From an optimization exercise on the open Yosys and OpenROAD flow, aimed at small area and a short achievable clock period; shortcuts taken in it are not production practice.
Where RTL was checked, it was by simulation tests only, not by an equivalence proof against the original.
Power is estimated from default activity; no workload was simulated.

harbor:
## ldpc_check_node
module ldpc_check_node (
    input  wire logic        i_clock,
    input  wire logic        i_reset,
    input  wire logic [47:0] i_row,
    input  wire logic        i_valid,
    output      logic [47:0] o_row,
    output      logic        o_valid,
    input  wire logic [31:0] s_axil_awaddr,
    input  wire logic        s_axil_awvalid,
    output      logic        s_axil_awready,
    input  wire logic [31:0] s_axil_wdata,
    input  wire logic [3:0]  s_axil_wstrb,
    input  wire logic        s_axil_wvalid,
    output      logic        s_axil_wready,
    output      logic        s_axil_bvalid,
    output      logic [1:0]  s_axil_bresp,
    input  wire logic        s_axil_bready,
    input  wire logic [31:0] s_axil_araddr,
    input  wire logic        s_axil_arvalid,
    output      logic        s_axil_arready,
    output      logic        s_axil_rvalid,
    output      logic [31:0] s_axil_rdata,
    output      logic [1:0]  s_axil_rresp,
    input  wire logic        s_axil_rready
);
For scale: ~1400 cells after synthesis, about 0.013 mm^2 of cells after synthesis.
export LEC_CHECK = 0
export CAP_MARGIN = 20
export CORE_MARGIN = 2
export CORE_UTILIZATION = 40
export SLEW_MARGIN = 20
create_clock -name core_clock -period 4.0 [get_ports {i_clock}]
run.sh (not shown) runs the stock make flow with config.mk's settings and CLKGATE_MAP_FILE= SYNTH_SCRIPT=/design/flow/synth_recipe.tcl, a recipe that flattens the netlist after the stock synthesis.
harbor reached the end of the flow, and the finished layout is clean on the timing, DRC and antenna checks.
Modified inputs, yarrow compared to harbor
- SETUP_SLACK_MARGIN: unset -> 2.0
--- outcome ---
Compared with harbor, yarrow shows a lower count of filler cells inserted in the layout.
Route | yarrow vs harbor | wire longer in yarrow
Where cell area is concerned, harbor is better than yarrow.
The number of clock-tree buffers in the layout in yarrow sits 3 above the value recorded for harbor.
Result for harbor and yarrow: all clean
Summary: with harbor as the reference, iteration-0 DRC count of the detailed router in yarrow moved down by more than 10%.
Diff harbor -> yarrow | clock power | up by a few percent
Diff harbor -> yarrow: data arrival time of the worst path down 730 ps; global-route wire length before repair up 5400 um.
Function was not checked in any run of this note: the RTL went through the layout flow alone.

========
Another version of the RTL of ldpc_check_node (not shown whole).
Size: about 1,500 cells after synthesis, about 250 flip-flops, about 250 I/O pins.
==> flow/design.v (excerpt) <==
module ldpc_check_node (
    input  wire logic        i_clock,
    input  wire logic        i_reset,
    input  wire logic [47:0] i_row,
    input  wire logic        i_valid,
    output      logic [47:0] o_row,
    output      logic        o_valid,
    input  wire logic [31:0] s_axil_awaddr,
    input  wire logic        s_axil_awvalid,
    output      logic        s_axil_awready,
    input  wire logic [31:0] s_axil_wdata,
    input  wire logic [3:0]  s_axil_wstrb,
    input  wire logic        s_axil_wvalid,
    output      logic        s_axil_wready,
    output      logic        s_axil_bvalid,
    output      logic [1:0]  s_axil_bresp,
    input  wire logic        s_axil_bready,
    input  wire logic [31:0] s_axil_araddr,
    input  wire logic        s_axil_arvalid,
    output      logic        s_axil_arready,
    output      logic        s_axil_rvalid,
    output      logic [31:0] s_axil_rdata,
    output      logic [1:0]  s_axil_rresp,
    input  wire logic        s_axil_rready
);
==> flow/config.mk <==
export PLATFORM = sky130hd
export DESIGN_NAME = ldpc_check_node
export DESIGN_NICKNAME = ldpc_check_node
export VERILOG_FILES = /design/flow/design.v
export SDC_FILE = /design/flow/constraint.sdc
export NUM_CORES = 4
export LEC_CHECK = 0
export ABC_AREA = 1
export CAP_MARGIN = 20
export CORE_MARGIN = 2
export CORE_UTILIZATION = 55
export CTS_BUF_LIST = sky130_fd_sc_hd__clkbuf_8
export CTS_CLUSTER_DIAMETER = 60
export CTS_CLUSTER_SIZE = 16
export SETUP_SLACK_MARGIN = 2.1
export SLEW_MARGIN = 20
==> flow/constraint.sdc <==
create_clock -name core_clock -period 4.0 [get_ports {i_clock}]
set_input_delay 0.8000 -clock core_clock [delete_from_list [all_inputs] [get_ports {i_clock}]]
set_output_delay 0.8000 -clock core_clock [all_outputs]
set_load 0.01 [all_outputs]
standard.sh (not shown) runs the stock make flow with config.mk's settings and CLKGATE_MAP_FILE= SYNTH_SCRIPT=/design/flow/synth_recipe.tcl, a recipe that flattens the netlist after the stock synthesis.
==> flow/flow/run.sh <==
#!/bin/bash
# Standard layout (the standard.sh, all of ORFS's output in standard.log) with:
#  - the standard flow's synthesis script, ABC mapping with flow/abc_map.script (flow/synth.tcl),
#  - plain buf_1 cells on the ports instead of the clkdlybuf4s50 delay cell that
#    buffer_ports picks by default (the resizer upsizes them where timing needs it),
#  - CTS without dummy loads.
export FLOW_ABC_SCRIPT=$PWD/flow/abc_map.script
export FLOW_SYNTH_TCL=$PWD/synth_recipe.tcl
export BUFFER_PORTS_ARGS="-buffer_cell sky130_fd_sc_hd__buf_1"
export CTS_ARGS="-sink_clustering_enable -repair_clock_nets -sink_clustering_size 16 -sink_clustering_max_diameter 60 -buf_list sky130_fd_sc_hd__clkbuf_8 -dont_use_dummy_load"
bash standard.sh SYNTH_SCRIPT=$PWD/flow/synth.tcl finish > standard.log 2>&1
==> flow/flow/abc_map.script <==
strash
ifraig
dc2
dch -f
map
topo
stime -c
buffer -c
upsize -c
dnsize -c
==> flow/flow/synth.tcl <==
# The standard flow's synthesis script (synth_recipe.tcl, sourced unchanged) with one
# change: ABC maps the logic with abc_map.script (fraig and dc2, then the classic
# "map" mapper, with the same sizing steps as ORFS's own scripts) instead of
# ORFS's abc_area.script, which maps with "map -B 0.9". Registers are mapped
# before ABC runs and are untouched by it.
proc abc {args} {
  set i [lsearch $args -script]
  if {$i >= 0} {
    set args [lreplace $args [expr {$i + 1}] [expr {$i + 1}] $::env(FLOW_ABC_SCRIPT)]
  }
  puts "abc with $::env(FLOW_ABC_SCRIPT)"
  yosys abc {*}$args
}
source $::env(FLOW_SYNTH_TCL)
==> next run, changes <==
==> flow/flow/run.sh (replaced) <==
#!/bin/bash
# Standard layout (the standard.sh, all of ORFS's output in standard.log) with:
#  - plain buf_1 cells on the ports instead of the clkdlybuf4s50 delay cell that
#    buffer_ports picks by default (the resizer upsizes them where timing needs it),
#  - CTS without dummy loads.
export BUFFER_PORTS_ARGS="-buffer_cell sky130_fd_sc_hd__buf_1"
export CTS_ARGS="-sink_clustering_enable -repair_clock_nets -sink_clustering_size 16 -sink_clustering_max_diameter 60 -buf_list sky130_fd_sc_hd__clkbuf_8 -dont_use_dummy_load"
bash standard.sh > standard.log 2>&1
--- a/flow/config.mk
+++ b/flow/config.mk
@@ -13,4 +13,4 @@
 export CTS_CLUSTER_DIAMETER = 60
 export CTS_CLUSTER_SIZE = 16
-export SETUP_SLACK_MARGIN = 2.1
+export SETUP_SLACK_MARGIN = 2.25
 export SLEW_MARGIN = 20
removed: flow/flow/abc_map.script
removed: flow/flow/synth.tcl
Effect:
- worst hold slack stays flat
- cell count rises by 15%
- count of clock-buffer cells in the layout falls by 1
- routed wire length rises by 6.2%
- total power rises by 13%
- die area rises by 6.7%
==> next run, changes <==
--- a/flow/config.mk
+++ b/flow/config.mk
@@ -13,4 +13,4 @@
 export CTS_CLUSTER_DIAMETER = 60
 export CTS_CLUSTER_SIZE = 16
-export SETUP_SLACK_MARGIN = 2.25
+export SETUP_SLACK_MARGIN = 2.1
 export SLEW_MARGIN = 20
Result:
- via count falls by a few percent
- sequential cell count does not change
- worst setup slack is better by 0.065 ns
- wire length falls by a few percent
- core utilization shrinks by 4.2 points
==> next run, changes <==
--- a/flow/config.mk
+++ b/flow/config.mk
@@ -9,5 +9,5 @@
 export CAP_MARGIN = 20
 export CORE_MARGIN = 2
-export CORE_UTILIZATION = 55
+export CORE_UTILIZATION = 65
 export CTS_BUF_LIST = sky130_fd_sc_hd__clkbuf_8
 export CTS_CLUSTER_DIAMETER = 60
Maximum frequency shrinks by 0.30%; clock skew goes up by 0.0051 ns; worst setup slack loses 0.0057 ns; cell count shrinks by 2.1%; wire length went down by 0.61%; non-clock buffer count came out higher by 10; power came out lower by 0.39%; worst hold slack improves by 0.0085 ns; sequential power is about the same.
==> next run, changes <==
==> flow/flow/run.sh (replaced) <==
#!/bin/bash
# Standard layout (the standard.sh, all of ORFS's output in standard.log) with:
#  - the standard flow's synthesis script, ABC mapping with flow/abc_map.script (flow/synth.tcl),
#  - plain buf_1 cells on the ports instead of the clkdlybuf4s50 delay cell that
#    buffer_ports picks by default (the resizer upsizes them where timing needs it),
#  - CTS without dummy loads.
export FLOW_ABC_SCRIPT=$PWD/flow/abc_map.script
export FLOW_SYNTH_TCL=$PWD/synth_recipe.tcl
export BUFFER_PORTS_ARGS="-buffer_cell sky130_fd_sc_hd__buf_1"
export CTS_ARGS="-sink_clustering_enable -repair_clock_nets -sink_clustering_size 16 -sink_clustering_max_diameter 60 -buf_list sky130_fd_sc_hd__clkbuf_8 -dont_use_dummy_load"
bash standard.sh SYNTH_SCRIPT=$PWD/flow/synth.tcl finish > standard.log 2>&1
==> flow/flow/abc_map.script (new file) <==
strash
ifraig
dch -f
map
topo
stime -c
buffer -c
upsize -c
dnsize -c
==> flow/flow/synth.tcl (new file) <==
# The standard flow's synthesis script (synth_recipe.tcl, sourced unchanged) with one
# change: ABC maps the logic with abc_map.script (plain "map", which keeps
# the delay-oriented mapping of ORFS's area script without its -B 0.9 bias)
proc abc {args} {
  set i [lsearch $args -script]
  if {$i >= 0} {
    set args [lreplace $args [expr {$i + 1}] [expr {$i + 1}] $::env(FLOW_ABC_SCRIPT)]
  }
  puts "abc with $::env(FLOW_ABC_SCRIPT)"
  yosys abc {*}$args
}
source $::env(FLOW_SYNTH_TCL)
--- a/flow/config.mk
+++ b/flow/config.mk
@@ -9,5 +9,5 @@
 export CAP_MARGIN = 20
 export CORE_MARGIN = 2
-export CORE_UTILIZATION = 65
+export CORE_UTILIZATION = 55
 export CTS_BUF_LIST = sky130_fd_sc_hd__clkbuf_8
 export CTS_CLUSTER_DIAMETER = 60
Wire length drops by 0.91%.
Design area drops by about 4%.
Final cell count drops by 4.7%.
Global-route usage drops by 3.2 points.
Clock-buffer cell count climbs by 1.
Setup slack got worse by 0.0064 ns.
First-iteration DRC count drops by 23%.
Total power drops by 12%.
Die area climbs by about 12%.

========
The RTL this note starts from:
==> flow/design.v <==
`default_nettype none
package ldpc_types_pkg;
    typedef logic signed [8-1:0] llr_t;
    typedef logic [8-1:0] mag_t;
    typedef logic [6-1:0] loc_t;
    typedef struct packed {
        llr_t a0;
        llr_t a1;
        llr_t a2;
        llr_t a3;
        llr_t a4;
        llr_t a5;
    } llr_row_t;
    typedef mag_t [7:0] mag_vec_t;
endpackage
`default_nettype wire
`default_nettype none
package ldpc_axil_pkg;
    typedef logic [31:0] axil_addr_t;
    typedef logic [31:0] axil_data_t;
    typedef logic [1:0]  axil_resp_t;
    localparam axil_resp_t AXIL_OKAY   = 2'd0;
    localparam axil_resp_t AXIL_SLVERR = 2'd2;
    typedef struct packed {
        axil_addr_t awaddr;
        logic       awvalid;
        axil_data_t wdata;
        logic [3:0] wstrb;
        logic       wvalid;
        logic       bready;
        axil_addr_t araddr;
        logic       arvalid;
        logic       rready;
    } axil_req_t;
    typedef struct packed {
        logic       awready;
        logic       wready;
        logic       bvalid;
        axil_resp_t bresp;
        logic       arready;
        logic       rvalid;
        axil_data_t rdata;
        axil_resp_t rresp;
    } axil_rsp_t;
endpackage
`default_nettype wire
`timescale 1ns/10ps
`default_nettype none
module ldpc_minsigner (
    input  wire logic        i_clock,
    input  wire logic        i_reset,
    input  wire logic [47:0] i_row,
    input  wire logic        i_valid,
    input  wire logic [8:0]  i_neg_offset,
    output      logic [47:0] o_row,
    output      logic        o_valid
);
function automatic less8(input [7:0] a, input [7:0] b);
    less8 = 1'b0;
    for (int i = 0; i < 8; i++) begin
        less8 = (~a[i] & b[i]) | ((~a[i] | b[i]) & less8);
    end
endfunction
logic [7:0]  key_in [6];
logic        lt_in  [6][6];    
always_comb begin
    for (int i = 0; i < 6; i++) begin
        key_in[i] = {i_row[(5-i)*8 +: 7] ^ {7{i_row[(5-i)*8+7]}}, i_row[(5-i)*8+7]};
    end
    for (int j = 0; j < 6; j++) begin
        for (int k = 0; k < 6; k++) begin
            lt_in[j][k] = (j > k) ? less8(key_in[j], key_in[k]) : 1'b0;
        end
    end
end
logic [7:0]  key_s1 [6];
logic        lt_s1  [6][6];
always_ff @(posedge i_clock) begin
    for (int i = 0; i < 6; i++) begin
        key_s1[i] <= key_in[i];
    end
    for (int j = 1; j < 6; j++) begin
        for (int k = 0; k < j; k++) begin
            lt_s1[j][k] <= lt_in[j][k];
        end
    end
end
logic [5:0]  beats  [6];
logic [5:0]  is_min;
logic [5:0]  is_sec;
logic [7:0]  min1_key;
logic [7:0]  min2_key;
logic        parity;
always_comb begin
    for (int j = 0; j < 6; j++) begin
        for (int k = 0; k < 6; k++) begin
            if (j == k)     beats[j][k] = 1'b1;
            else if (j > k) beats[j][k] = lt_s1[j][k];
            else            beats[j][k] = ~lt_s1[k][j];
        end
    end
    for (int j = 0; j < 6; j++) begin
        is_min[j] = &beats[j];
        is_sec[j] = 1'b0;
        for (int k = 0; k < 6; k++) begin
            if (k != j) begin
                is_sec[j] = is_sec[j] | (&(beats[j] | (6'b1 << k)) & ~beats[j][k]);
            end
        end
    end
    min1_key = '0;
    min2_key = '0;
    parity   = 1'b0;
    for (int j = 0; j < 6; j++) begin
        min1_key = min1_key | ({8{is_min[j]}} & key_s1[j]);
        min2_key = min2_key | ({8{is_sec[j]}} & key_s1[j]);
        parity   = parity ^ key_s1[j][0];
    end
end
logic [7:0]  key1_s2;
logic [7:0]  key2_s2;
logic [5:0]  loc_s2;
logic [5:0]  sign_s2;
always_ff @(posedge i_clock) begin
    key1_s2 <= min1_key;
    key2_s2 <= min2_key;
    loc_s2  <= is_min;
    for (int i = 0; i < 6; i++) begin
        sign_s2[i] <= parity ^ key_s1[i][0];
    end
end
logic [8:0]  dif1;
logic [8:0]  dif2;
logic [7:0]  cor1_s3;
logic [7:0]  cor2_s3;
logic [5:0]  loc_s3;
logic [5:0]  sign_s3;
always_comb begin
    dif1 = {2'b0, key1_s2[7:1]} + i_neg_offset + {8'b0, key1_s2[0]};
    dif2 = {2'b0, key2_s2[7:1]} + i_neg_offset + {8'b0, key2_s2[0]};
end
always_ff @(posedge i_clock) begin
    cor1_s3 <= dif1[8] ? 8'd0 : dif1[7:0];
    cor2_s3 <= dif2[8] ? 8'd0 : dif2[7:0];
    loc_s3  <= loc_s2;
    sign_s3 <= sign_s2;
end
logic [7:0]  neg1;
logic [7:0]  neg2;
logic [47:0] row_out;
always_comb begin
    neg1 = -cor1_s3;
    neg2 = -cor2_s3;
    for (int i = 0; i < 6; i++) begin
        row_out[(5-i)*8 +: 8] = loc_s3[i] ? (sign_s3[i] ? neg2 : cor2_s3)
                                          : (sign_s3[i] ? neg1 : cor1_s3);
    end
end
always_ff @(posedge i_clock) begin
    o_row <= row_out;
end
logic [2:0]  valid_sr;
always_ff @(posedge i_clock) begin
    if (i_reset) begin
        valid_sr <= '0;
        o_valid  <= 1'b0;
    end else begin
        valid_sr <= {valid_sr[1:0], i_valid};
        o_valid  <= valid_sr[2];
    end
end
endmodule
`default_nettype wire
`timescale 1ns/10ps
`default_nettype none
module ldpc_ctrl_regs (
    input  wire logic        i_clock,
    input  wire logic        i_reset,
    input  wire logic [31:0] i_awaddr,
    input  wire logic        i_awvalid,
    output      logic        o_awready,
    input  wire logic [31:0] i_wdata,
    input  wire logic [3:0]  i_wstrb,
    input  wire logic        i_wvalid,
    output      logic        o_wready,
    output      logic        o_bvalid,
    output      logic [1:0]  o_bresp,
    input  wire logic        i_bready,
    input  wire logic [31:0] i_araddr,
    input  wire logic        i_arvalid,
    output      logic        o_arready,
    output      logic        o_rvalid,
    output      logic [31:0] o_rdata,
    output      logic [1:0]  o_rresp,
    input  wire logic        i_rready,
    input  wire logic        i_row_done,
    output      logic [8:0]  o_neg_offset
);
logic        aw_ready;
logic        ar_ready;
logic        b_valid;
logic        r_valid;
logic        b_err;
logic        r_err;
logic [31:0] r_data;
logic [31:0] row_count;
logic [7:0]  neg_offset;     
logic [7:0]  wr_neg;
assign wr_neg = -i_wdata[7:0];
always_ff @(posedge i_clock) begin
    if (i_reset) begin
        aw_ready <= 1'b0;
        b_valid  <= 1'b0;
        neg_offset <= '0;
    end else begin
        aw_ready <= 1'b0;
        if (aw_ready) begin
            b_valid <= 1'b1;
            if (i_awaddr == 32'h0000_0000 && i_wstrb[0]) begin
                neg_offset <= wr_neg;
            end
        end else if (b_valid) begin
            if (i_bready) begin
                b_valid <= 1'b0;
            end
        end else if (i_awvalid && i_wvalid) begin
            aw_ready <= 1'b1;
        end
    end
end
always_ff @(posedge i_clock) begin
    if (aw_ready) begin
        b_err <= i_awaddr != 32'h0000_0000;
    end
end
always_ff @(posedge i_clock) begin
    if (i_reset) begin
        ar_ready <= 1'b0;
        r_valid  <= 1'b0;
    end else begin
        ar_ready <= 1'b0;
        if (ar_ready) begin
            r_valid <= 1'b1;
        end else if (r_valid) begin
            if (i_rready) begin
                r_valid <= 1'b0;
            end
        end else if (i_arvalid) begin
            ar_ready <= 1'b1;
        end
    end
end
always_ff @(posedge i_clock) begin
    if (ar_ready) begin
        r_err <= 1'b0;
        case (i_araddr)
            32'h0000_0000: r_data <= {24'b0, -neg_offset};
            32'h0000_0004:   r_data <= row_count;
            default: begin
                r_data <= '0;
                r_err  <= 1'b1;
            end
        endcase
    end
end
always_ff @(posedge i_clock) begin
    if (i_reset) begin
        row_count <= '0;
    end else if (i_row_done) begin
        row_count <= row_count + 1'b1;
    end
end
assign o_awready = aw_ready;
assign o_wready  = aw_ready;
assign o_bvalid  = b_valid;
assign o_bresp   = {b_err, 1'b0};
assign o_arready = ar_ready;
assign o_rvalid  = r_valid;
assign o_rdata   = r_data;
assign o_rresp   = {r_err, 1'b0};
assign o_neg_offset = {|neg_offset, neg_offset};
endmodule
`default_nettype wire
`timescale 1ns/10ps
`default_nettype none
module ldpc_check_node (
    input  wire logic        i_clock,
    input  wire logic        i_reset,
    input  wire logic [47:0] i_row,
    input  wire logic        i_valid,
    output      logic [47:0] o_row,
    output      logic        o_valid,
    input  wire logic [31:0] s_axil_awaddr,
    input  wire logic        s_axil_awvalid,
    output      logic        s_axil_awready,
    input  wire logic [31:0] s_axil_wdata,
    input  wire logic [3:0]  s_axil_wstrb,
    input  wire logic        s_axil_wvalid,
    output      logic        s_axil_wready,
    output      logic        s_axil_bvalid,
    output      logic [1:0]  s_axil_bresp,
    input  wire logic        s_axil_bready,
    input  wire logic [31:0] s_axil_araddr,
    input  wire logic        s_axil_arvalid,
    output      logic        s_axil_arready,
    output      logic        s_axil_rvalid,
    output      logic [31:0] s_axil_rdata,
    output      logic [1:0]  s_axil_rresp,
    input  wire logic        s_axil_rready
);
logic [8:0] neg_offset;
ldpc_ctrl_regs u_ctrl_regs (
    .i_clock    (i_clock),
    .i_reset    (i_reset),
    .i_awaddr   (s_axil_awaddr),
    .i_awvalid  (s_axil_awvalid),
    .o_awready  (s_axil_awready),
    .i_wdata    (s_axil_wdata),
    .i_wstrb    (s_axil_wstrb),
    .i_wvalid   (s_axil_wvalid),
    .o_wready   (s_axil_wready),
    .o_bvalid   (s_axil_bvalid),
    .o_bresp    (s_axil_bresp),
    .i_bready   (s_axil_bready),
    .i_araddr   (s_axil_araddr),
    .i_arvalid  (s_axil_arvalid),
    .o_arready  (s_axil_arready),
    .o_rvalid   (s_axil_rvalid),
    .o_rdata    (s_axil_rdata),
    .o_rresp    (s_axil_rresp),
    .i_rready   (s_axil_rready),
    .i_row_done (o_valid),
    .o_neg_offset (neg_offset)
);
ldpc_minsigner u_minsigner (
    .i_clock  (i_clock),
    .i_reset  (i_reset),
    .i_row    (i_row),
    .i_valid  (i_valid),
    .i_neg_offset (neg_offset),
    .o_row    (o_row),
    .o_valid  (o_valid)
);
endmodule
`default_nettype wire
export LEC_CHECK = 0
export ABC_AREA = 1
export CAP_MARGIN = 20
export CORE_MARGIN = 2
export CORE_UTILIZATION = 45
export CTS_BUF_LIST = sky130_fd_sc_hd__clkbuf_16
export CTS_CLUSTER_DIAMETER = 60
export CTS_CLUSTER_SIZE = 20
export SETUP_SLACK_MARGIN = 2.1
export SLEW_MARGIN = 20
create_clock -name core_clock -period 4.0 [get_ports {i_clock}]
==> flow/flow/run.sh <==
#!/bin/bash
# Standard layout, with plain buffers on the ports instead of the delay cell
# that buffer_ports picks by default.
export BUFFER_PORTS_ARGS="-buffer_cell sky130_fd_sc_hd__buf_1"
bash standard.sh > standard.log 2>&1
The starting point ran to the end with no violations.
Next try:
CORE_UTILIZATION = 55   (was 45)
CTS_BUF_LIST = sky130_fd_sc_hd__clkbuf_8   (was sky130_fd_sc_hd__clkbuf_16)
CTS_CLUSTER_SIZE = 16   (was 20)
SETUP_SLACK_MARGIN = 2.3   (was 2.1)
The changed run produced a clean layout.
Wire length came out lower by 0.60%.
Worst hold slack improved by 0.0085 ns.
Setup slack improved by 0.0074 ns.
Combinational power came out higher by 19%.
Clock-buffer cell count came out lower by 2.
Power came out lower by 2.8%.
Global-route usage came out higher by 4.2 points.
Final area came out higher by 4.2%.
Next try:
==> flow/flow/run.sh (replaced) <==
#!/bin/bash
# Standard layout, with plain buffers on the ports instead of the delay cell
# that buffer_ports picks by default.
cp standard.sh standard_sh.txt
cp config.mk config_mk.txt
export BUFFER_PORTS_ARGS="-buffer_cell sky130_fd_sc_hd__buf_2"
bash standard.sh > standard.log 2>&1
ABC_AREA = not set   (was 1)
CORE_UTILIZATION = 40   (was 55)
CTS_BUF_LIST = not set   (was sky130_fd_sc_hd__clkbuf_8)
CTS_CLUSTER_DIAMETER = not set   (was 60)
CTS_CLUSTER_SIZE = not set   (was 16)
SETUP_SLACK_MARGIN = not set   (was 2.3)
Result: The new run produced a clean layout. First-iteration DRC count rises by 19%. Clock skew falls by 0.0032 ns. Wire length falls by 14%. Sequential share of layout area rises by 3.1 points. Sequential power stays flat. Design area falls by 9.2%. Clock-buffer cell count rises by 9. Maximum frequency falls by 31%. Combinational power falls by 20%.
Next try:
==> flow/flow/run.sh (replaced) <==
#!/bin/bash
# Standard layout, with plain buffers on the ports instead of the delay cell
# that buffer_ports picks by default.
export BUFFER_PORTS_ARGS="-buffer_cell sky130_fd_sc_hd__buf_2"
bash standard.sh > standard.log 2>&1
SETUP_SLACK_MARGIN = 1.9   (was not set)
After rerunning: Final cell count came out higher by 2.7%; via count climbs by 4.5%; final area climbs by 9.4%; sequential cell count does not change; worst setup slack gains 0.55 ns; clock power shrinks by about 4%; sequential share of layout area is lower by 3.1 points; power grows by 1.5%; worst hold slack is worse by 0.0030 ns.

re-timing with driven ports:
How much do the figures lean on ideal ports? The routed layouts below were timed once more, with nothing changed but the port constraints. Step 1 assumes that a clkbuf_16 drives the clock port and a buf_2 every other input. Step 2 moves the port delays by t, midway between the first and last clock arrival at a register: inputs arrive t later, outputs are due t later. That takes back most of the time a late clock gives input paths. Slacks: ideal / step 1 / step 2; pairs: ideal / step 1.
| run | t, ns | setup slack, ns | worst register clock-pin slew, ns |
|---|---|---|---|
| harbor | 0.564 | 0.601 / 0.601 / 0.573 | 0.06 / 0.06 |
| yarrow | 0.568 | 1.346 / 1.346 / 1.289 | 0.06 / 0.06 |
| the first run of note 2 | 0.562 | 2.108 / 2.083 / 1.543 | 0.10 / 0.10 |
| the second run of note 2 | 0.555 | 2.066 / 2.023 / 1.718 | 0.10 / 0.10 |
| the third run of note 2 | 0.571 | 2.131 / 2.084 / 1.611 | 0.10 / 0.10 |
| the fourth run of note 2 | 0.564 | 2.126 / 2.081 / 1.615 | 0.11 / 0.11 |
| the fifth run of note 2 | 0.564 | 2.119 / 2.076 / 1.582 | 0.10 / 0.10 |
| the first run of note 3 | 0.555 | 2.099 / 2.051 / 1.698 | 0.08 / 0.08 |
| the second run of note 3 | 0.578 | 2.106 / 2.084 / 1.784 | 0.10 / 0.10 |
| the third run of note 3 | 0.560 | 1.270 / 1.298 / 0.737 | 0.06 / 0.06 |
| the fourth run of note 3 | 0.556 | 1.817 / 1.712 / 1.155 | 0.07 / 0.07 |
After both steps setup and hold are still met in every run listed. The setup slack of the fourth run of note 3, which loses most, moves by -0.105 ns with the drivers and by -0.662 ns with both steps.
